What follows belongs to an exercise in optimizing a design on an open flow for small area, a short achievable clock period and few clock cycles per item; a production flow would make more cautious choices.
Function was checked by simulation only, so behaviour that the tests miss may differ from the original.

==> flow/design.v (excerpt) <==
module inv_byte_substitution_state (
    input  logic           i_clock,
    input  logic           i_reset,
    input  logic [127:0]   i_state,
    input  logic           i_valid,
    output logic           o_ready,
    output logic [127:0]   o_state,
    output logic           o_valid,
    input  logic           i_ready
);
    logic vout_q, va_q, vs_q, ready_q;
    logic lo, la, acc;
    logic fo, fa;
    assign fo = ~vout_q;
    assign fa = ~(va_q & vout_q);
    inv_byte_flag u_ovalid (
        .i_clock (i_clock),
        .i_reset (i_reset),
        .i_en    (lo),
        .i_d     (va_q),
        .o_q     (o_valid)
    );
    assign acc = i_valid & ready_q;
    assign lo  = ~vout_q | i_ready;    
    assign la  = ~va_q | lo;           
    for (genvar k = 0; k < 16; k++) begin : g_lane
        inv_byte_lane u_lane (
            .i_clock (i_clock),
            .i_byte  (i_state[8*k +: 8]),
            .i_ready (i_ready),
            .i_fo    (fo),
            .i_fa    (fa),
            .i_vs    (vs_q),
            .o_byte  (o_state[8*k +: 8])
        );
    end
    always_ff @(posedge i_clock) begin
        if (i_reset) begin
            vout_q  <= 1'b0;
            va_q    <= 1'b0;
            vs_q    <= 1'b0;
            ready_q <= 1'b1;
        end else begin
            if (lo) vout_q <= va_q;
            if (la) begin
                va_q    <= vs_q | acc;
                vs_q    <= vs_q & acc;
                ready_q <= ~(vs_q & acc);
            end else begin
                vs_q    <= vs_q | acc;
                ready_q <= ~(vs_q | acc);
            end
        end
    end
    assign o_ready = ready_q;
endmodule
For scale: ~3400 cells after synthesis, roughly 260 I/O pins.
clock: 16.0 ns
lec_check: 0
cap_margin: 20
core_margin: 2
core_utilization: 40
cts_cluster_diameter: 80
cts_cluster_size: 20
slew_margin: 20
synth_hierarchical: 1
standard.sh (not shown) runs the stock make flow with config.mk's settings and CLKGATE_MAP_FILE= SYNTH_SCRIPT=/design/flow/synth_recipe.tcl, a recipe that flattens the netlist after the stock synthesis.
==> flow/flow/run.sh <==
#!/bin/bash
# The standard layout, with plain buf_2 cells as the port buffers instead of the delay
# buffer that buffer_ports picks by default. Everything else is the standard flow.
set -euo pipefail
bash standard.sh "BUFFER_PORTS_ARGS=-buffer_cell sky130_fd_sc_hd__buf_2" SETUP_SLACK_MARGIN=11.3 finish > standard_flow.log 2>&1
Testbench counts at the start, summed over its fixed seeds: cycles 1,616, items 1,600.
==> next run, changes <==
--- a/flow/flow/run.sh
+++ b/flow/flow/run.sh
@@ -5 +5 @@
-bash standard.sh "BUFFER_PORTS_ARGS=-buffer_cell sky130_fd_sc_hd__buf_2" SETUP_SLACK_MARGIN=11.3 finish > standard_flow.log 2>&1
+bash standard.sh "BUFFER_PORTS_ARGS=-buffer_cell sky130_fd_sc_hd__buf_2" SETUP_SLACK_MARGIN=11.4 finish > standard_flow.log 2>&1
CTS_CLUSTER_DIAMETER = not set   (was 80)
CTS_CLUSTER_SIZE = 24   (was 20)
What happened:
- The changed run completed without violations
- count of clock-buffer cells in the layout rose by 37
- final area increases by 2.5%
- setup slack improved by 0.050 ns
- via count grows by 0.62%
- maximum frequency came out higher by 1.1%
- die area stays the same
- flip-flop and latch count stays the same
- cell count increases by 0.84%
- critical path depth is unchanged
==> next run, changes <==
==> flow/flow/run.sh (replaced) <==
#!/bin/bash
set -euo pipefail
bash standard.sh "BUFFER_PORTS_ARGS=-buffer_cell sky130_fd_sc_hd__buf_2" SETUP_SLACK_MARGIN=11.4 finish > standard_flow.log 2>&1
CTS_CLUSTER_DIAMETER = 80   (was not set)
CTS_CLUSTER_SIZE = 20   (was 24)
What happened: Hold slack hardly moves; cell area went down by 2.0%; first-iteration DRC count went up by 3.8%; clock skew went up by 0.015 ns; utilization went down by 0.90 points; sequential cell count does not change; register-to-register slack gains 0.04 ns; clock-buffer cell count went down by 37; sequential share of layout area went up by 0.51 points.
==> next run, changes <==
==> flow/flow/run.sh (replaced) <==
#!/bin/bash
# The standard layout, with plain buf_2 cells as the port buffers instead of the delay
# buffer that buffer_ports picks by default. Everything else is the standard flow.
set -euo pipefail
bash standard.sh "BUFFER_PORTS_ARGS=-buffer_cell sky130_fd_sc_hd__buf_2" SETUP_SLACK_MARGIN=11.5 finish > standard_flow.log 2>&1
Outcome: The changed run completed without violations. Flip-flop and latch count is unchanged. Non-clock buffer count stays the same. Global-route usage barely changes.

---

Starting RTL as in the previous note.
==> flow/design.v (excerpt) <==
module inv_byte_substitution_state (
    input  logic           i_clock,
    input  logic           i_reset,
    input  logic [127:0]   i_state,
    input  logic           i_valid,
    output logic           o_ready,
    output logic [127:0]   o_state,
    output logic           o_valid,
    input  logic           i_ready
);
Settings: LEC_CHECK=0, CAP_MARGIN=20, CORE_MARGIN=2, CORE_UTILIZATION=40, CTS_BUF_LIST=sky130_fd_sc_hd__clkbuf_8, SLEW_MARGIN=20, SYNTH_HIERARCHICAL=1; clock period 16.0 ns.
==> flow/flow/run.sh <==
#!/bin/bash
# The standard layout, with plain buf_2 cells as the port buffers instead of the delay
# buffer that buffer_ports picks by default. Everything else is the standard flow.
set -euo pipefail
bash standard.sh "BUFFER_PORTS_ARGS=-buffer_cell sky130_fd_sc_hd__buf_2" SETUP_SLACK_MARGIN=11.4 finish > standard_flow.log 2>&1
The first run completed without violations.
Testbench counts at the start, summed over its fixed seeds: cycles 1,616, items 1,600.
Rerun with:
--- a/flow/config.mk
+++ b/flow/config.mk
@@ -9,5 +9,4 @@
 export CORE_MARGIN = 2
 export CORE_UTILIZATION = 40
-export CTS_BUF_LIST = sky130_fd_sc_hd__clkbuf_8
 export SLEW_MARGIN = 20
 export SYNTH_HIERARCHICAL = 1
After rerunning:
- via count decreases by 0.42%
- routed wire length decreases by 0.80%
- design area increases by 0.52%
- die area stays the same
Rerun with:
--- a/flow/config.mk
+++ b/flow/config.mk
@@ -9,4 +9,6 @@
 export CORE_MARGIN = 2
 export CORE_UTILIZATION = 40
+export CTS_CLUSTER_DIAMETER = 100
+export CTS_CLUSTER_SIZE = 30
 export SLEW_MARGIN = 20
 export SYNTH_HIERARCHICAL = 1
Final area is lower by 2.3%.
Wire length is lower by 0.85%.

---

Setup of violet:
Starting RTL as in the previous note.
export LEC_CHECK = 0
export CAP_MARGIN = 20
export CORE_MARGIN = 2
export CORE_UTILIZATION = 40
export CTS_BUF_LIST = sky130_fd_sc_hd__clkbuf_8
export CTS_CLUSTER_SIZE = 16
export SLEW_MARGIN = 20
export SYNTH_HIERARCHICAL = 1
create_clock -name core_clock -period 16.0 [get_ports {i_clock}]
Scripts as last shown in full above: flow/flow/run.sh
violet | status: complete | timing, DRC, antenna: pass
Testbench counts of violet, summed over its fixed seeds: cycles 1,616, items 1,600.
Input changes introduced in indigo (baseline for comparison: violet):
Settings: setting CTS_CLUSTER_DIAMETER to 80 for the first time; changing CTS_CLUSTER_SIZE from 16 to 20.
==> flow/flow/run.sh <==
#!/bin/bash
set -euo pipefail
bash standard.sh "BUFFER_PORTS_ARGS=-buffer_cell sky130_fd_sc_hd__buf_2" SETUP_SLACK_MARGIN=11.4 finish > standard_flow.log 2>&1
[summary]
violet and indigo ended up with roughly the same number of gates on the worst path with buffers counted. Worst path setup slack after routing on indigo is behind violet. Diff violet -> indigo | final cell area excluding filler cells | decrease of about 2.5%. Route | indigo vs violet | wire shorter in indigo. indigo vs violet: fraction of standard cell area in multi-input logic up in indigo. Comparing the two runs side by side, indigo comes out behind violet on clock period minus worst slack. From violet to indigo the numbers moved as follows: mean number of vias per cell essentially unchanged.
Input changes introduced in juniper (baseline for comparison: indigo):
Settings: a change of CTS_CLUSTER_DIAMETER from 80 to 120; a deleted CTS_BUF_LIST that had been sky130_fd_sc_hd__clkbuf_8; a change of CTS_CLUSTER_SIZE from 20 to 24.
diff --git a/flow/flow/run.sh b/flow/flow/run.sh
--- a/flow/flow/run.sh
+++ b/flow/flow/run.sh
@@ -1,0 +2,2 @@
+# The standard layout, with plain buf_2 cells as the port buffers instead of the delay
+# buffer that buffer_ports picks by default. Everything else is the standard flow.
## What came out
- Number of H-tree levels came out exactly the same in juniper and indigo.
- No stage failed in juniper, and the final checks on the layout all came back clean.
- Delta (juniper minus indigo): utilization about even; maximum frequency rose 2.3%.
Modified inputs, zinc compared to juniper
Settings: CTS_CLUSTER_DIAMETER changed from 120 to 80; CTS_CLUSTER_SIZE changed from 24 to 20.
diff --git a/flow/flow/run.sh b/flow/flow/run.sh
--- a/flow/flow/run.sh
+++ b/flow/flow/run.sh
@@ -5 +5 @@
-bash standard.sh "BUFFER_PORTS_ARGS=-buffer_cell sky130_fd_sc_hd__buf_2" SETUP_SLACK_MARGIN=11.4 finish > standard_flow.log 2>&1
+bash standard.sh "BUFFER_PORTS_ARGS=-buffer_cell sky130_fd_sc_hd__buf_2" finish > standard_flow.log 2>&1
==> run summary <==
Compared with juniper, in zinc required arrival time at the worst endpoint picked up an extra 3.65 ns, initial DRC count lost about 8%, deepest level of the CTS H-tree picked up an extra 1, via count picked up an extra 1.1%.

---

Starting RTL as in the previous note.
export LEC_CHECK = 0
export CAP_MARGIN = 20
export CORE_MARGIN = 2
export CORE_UTILIZATION = 40
export CTS_CLUSTER_DIAMETER = 80
export CTS_CLUSTER_SIZE = 20
export SLEW_MARGIN = 20
export SYNTH_HIERARCHICAL = 1
create_clock -name core_clock -period 16.0 [get_ports {i_clock}]
==> flow/flow/run.sh <==
#!/bin/bash
# The standard layout (standard.sh) with one change: the port buffers are plain buf_2
# cells instead of the delay buffer that buffer_ports picks by default (every input and
# output port still gets its own buffer). The whole make output goes to standard_flow.log
# in the work folder.
set -euo pipefail
bash standard.sh "BUFFER_PORTS_ARGS=-buffer_cell sky130_fd_sc_hd__buf_2" finish > standard_flow.log 2>&1
Testbench counts at the start, summed over its fixed seeds: cycles 1,616, items 1,600.
Rerun with:
==> flow/flow/run.sh (replaced) <==
#!/bin/bash
# The standard layout, with plain buf_2 cells as the port buffers instead of the delay
# buffer that buffer_ports picks by default. Everything else is the standard flow.
set -euo pipefail
bash standard.sh "BUFFER_PORTS_ARGS=-buffer_cell sky130_fd_sc_hd__buf_2" SETUP_SLACK_MARGIN=11.4 finish > standard_flow.log 2>&1
After rerunning: The new run completed with no timing, DRC or antenna violations; synthesized cell count does not change; clock skew rises by 16 ps; setup slack improved by 210 ps; worst hold slack barely changes; synthesized area does not change; non-clock buffer count does not change.
Rerun with:
==> flow/flow/run.sh (replaced) <==
#!/bin/bash
set -euo pipefail
bash standard.sh "BUFFER_PORTS_ARGS=-buffer_cell sky130_fd_sc_hd__buf_2" SETUP_SLACK_MARGIN=11.4 finish > standard_flow.log 2>&1
Settings changed: PLACE_DENSITY set to 0.75.
Effect: The changed run finished with timing, DRC and antenna clean. Clock skew is lower by 22 ps. Count of clock-buffer cells in the layout is higher by 2. Worst setup slack degrades by 42 ps. Wire length is higher slightly. Global-route usage barely changes. Synthesized cell count stays the same. Non-clock buffer count is higher by 1. Final area is about the same.
Rerun with:
==> flow/flow/run.sh (replaced) <==
#!/bin/bash
# The standard layout, with plain buf_2 cells as the port buffers instead of the delay
# buffer that buffer_ports picks by default. Everything else is the standard flow.
set -euo pipefail
bash standard.sh "BUFFER_PORTS_ARGS=-buffer_cell sky130_fd_sc_hd__buf_2" SETUP_SLACK_MARGIN=11.4 finish > standard_flow.log 2>&1
Settings changed: CTS_BUF_LIST set to sky130_fd_sc_hd__clkbuf_8, CTS_CLUSTER_DIAMETER 80 to 60, CTS_CLUSTER_SIZE 20 to 16, PLACE_DENSITY 0.75 to not set.
What happened:
- wire length hardly moves
- die area does not change
- utilization fell by 0.10 points
- clock skew increases by 50 ps

static timing again, ports no longer ideal:
No port has a modelled driver above. Below, the same layouts with a new extraction and two added sets of constraints. Step 1, drivers: a clkbuf_16 drives i_clock and a buf_2 each remaining input, both assumed. Step 2 adds t to the input delays and takes it off the output delays; t is the mean of the earliest and latest rising clock arrival at the registers after step 1. Input paths then give back, and output paths get back, about the clock's delay inside the block. Three values: ideal, step 1, step 2; two values: the first two.
run	t, ns	setup WS [ns]	hold WS [ns]	worst data-port slew with drivers (ns)
the first run of note 1	0.674	11.598 / 11.536 / 11.246	0.465 / 0.465 / 0.465	0.12
the second run of note 1	0.628	11.648 / 11.586 / 11.256	0.464 / 0.464 / 0.464	0.12
the third run of note 1	0.674	11.601 / 11.538 / 11.235	0.465 / 0.465 / 0.465	0.12
the fourth run of note 1	0.674	11.598 / 11.536 / 11.236	0.465 / 0.465 / 0.465	0.12
the first run of note 2	0.701	11.585 / 11.523 / 11.218	0.462 / 0.462 / 0.462	0.13
the second run of note 2	0.628	11.648 / 11.586 / 11.256	0.464 / 0.464 / 0.464	0.12
the third run of note 2	0.655	11.621 / 11.559 / 11.247	0.470 / 0.470 / 0.470	0.12
violet	0.701	11.585 / 11.523 / 11.218	0.462 / 0.462 / 0.462	0.13
indigo	0.740	11.512 / 11.449 / 11.265	0.471 / 0.471 / 0.471	0.12
juniper	0.633	11.613 / 11.551 / 11.245	0.471 / 0.471 / 0.471	0.12
zinc	0.613	11.393 / 11.393 / 11.241	0.468 / 0.468 / 0.468	0.12
the first run of note 4	0.613	11.393 / 11.393 / 11.241	0.468 / 0.468 / 0.468	0.12
the second run of note 4	0.674	11.601 / 11.538 / 11.235	0.465 / 0.465 / 0.465	0.12
the third run of note 4	0.653	11.560 / 11.500 / 11.154	0.466 / 0.466 / 0.466	0.15
the fourth run of note 4	0.693	11.572 / 11.509 / 11.240	0.468 / 0.468 / 0.468	0.12
After both steps setup and hold are still met in every run listed. For the third run of note 4, which loses most, drivers alone change the setup slack by -0.060 ns; drivers and shift together by -0.406 ns.
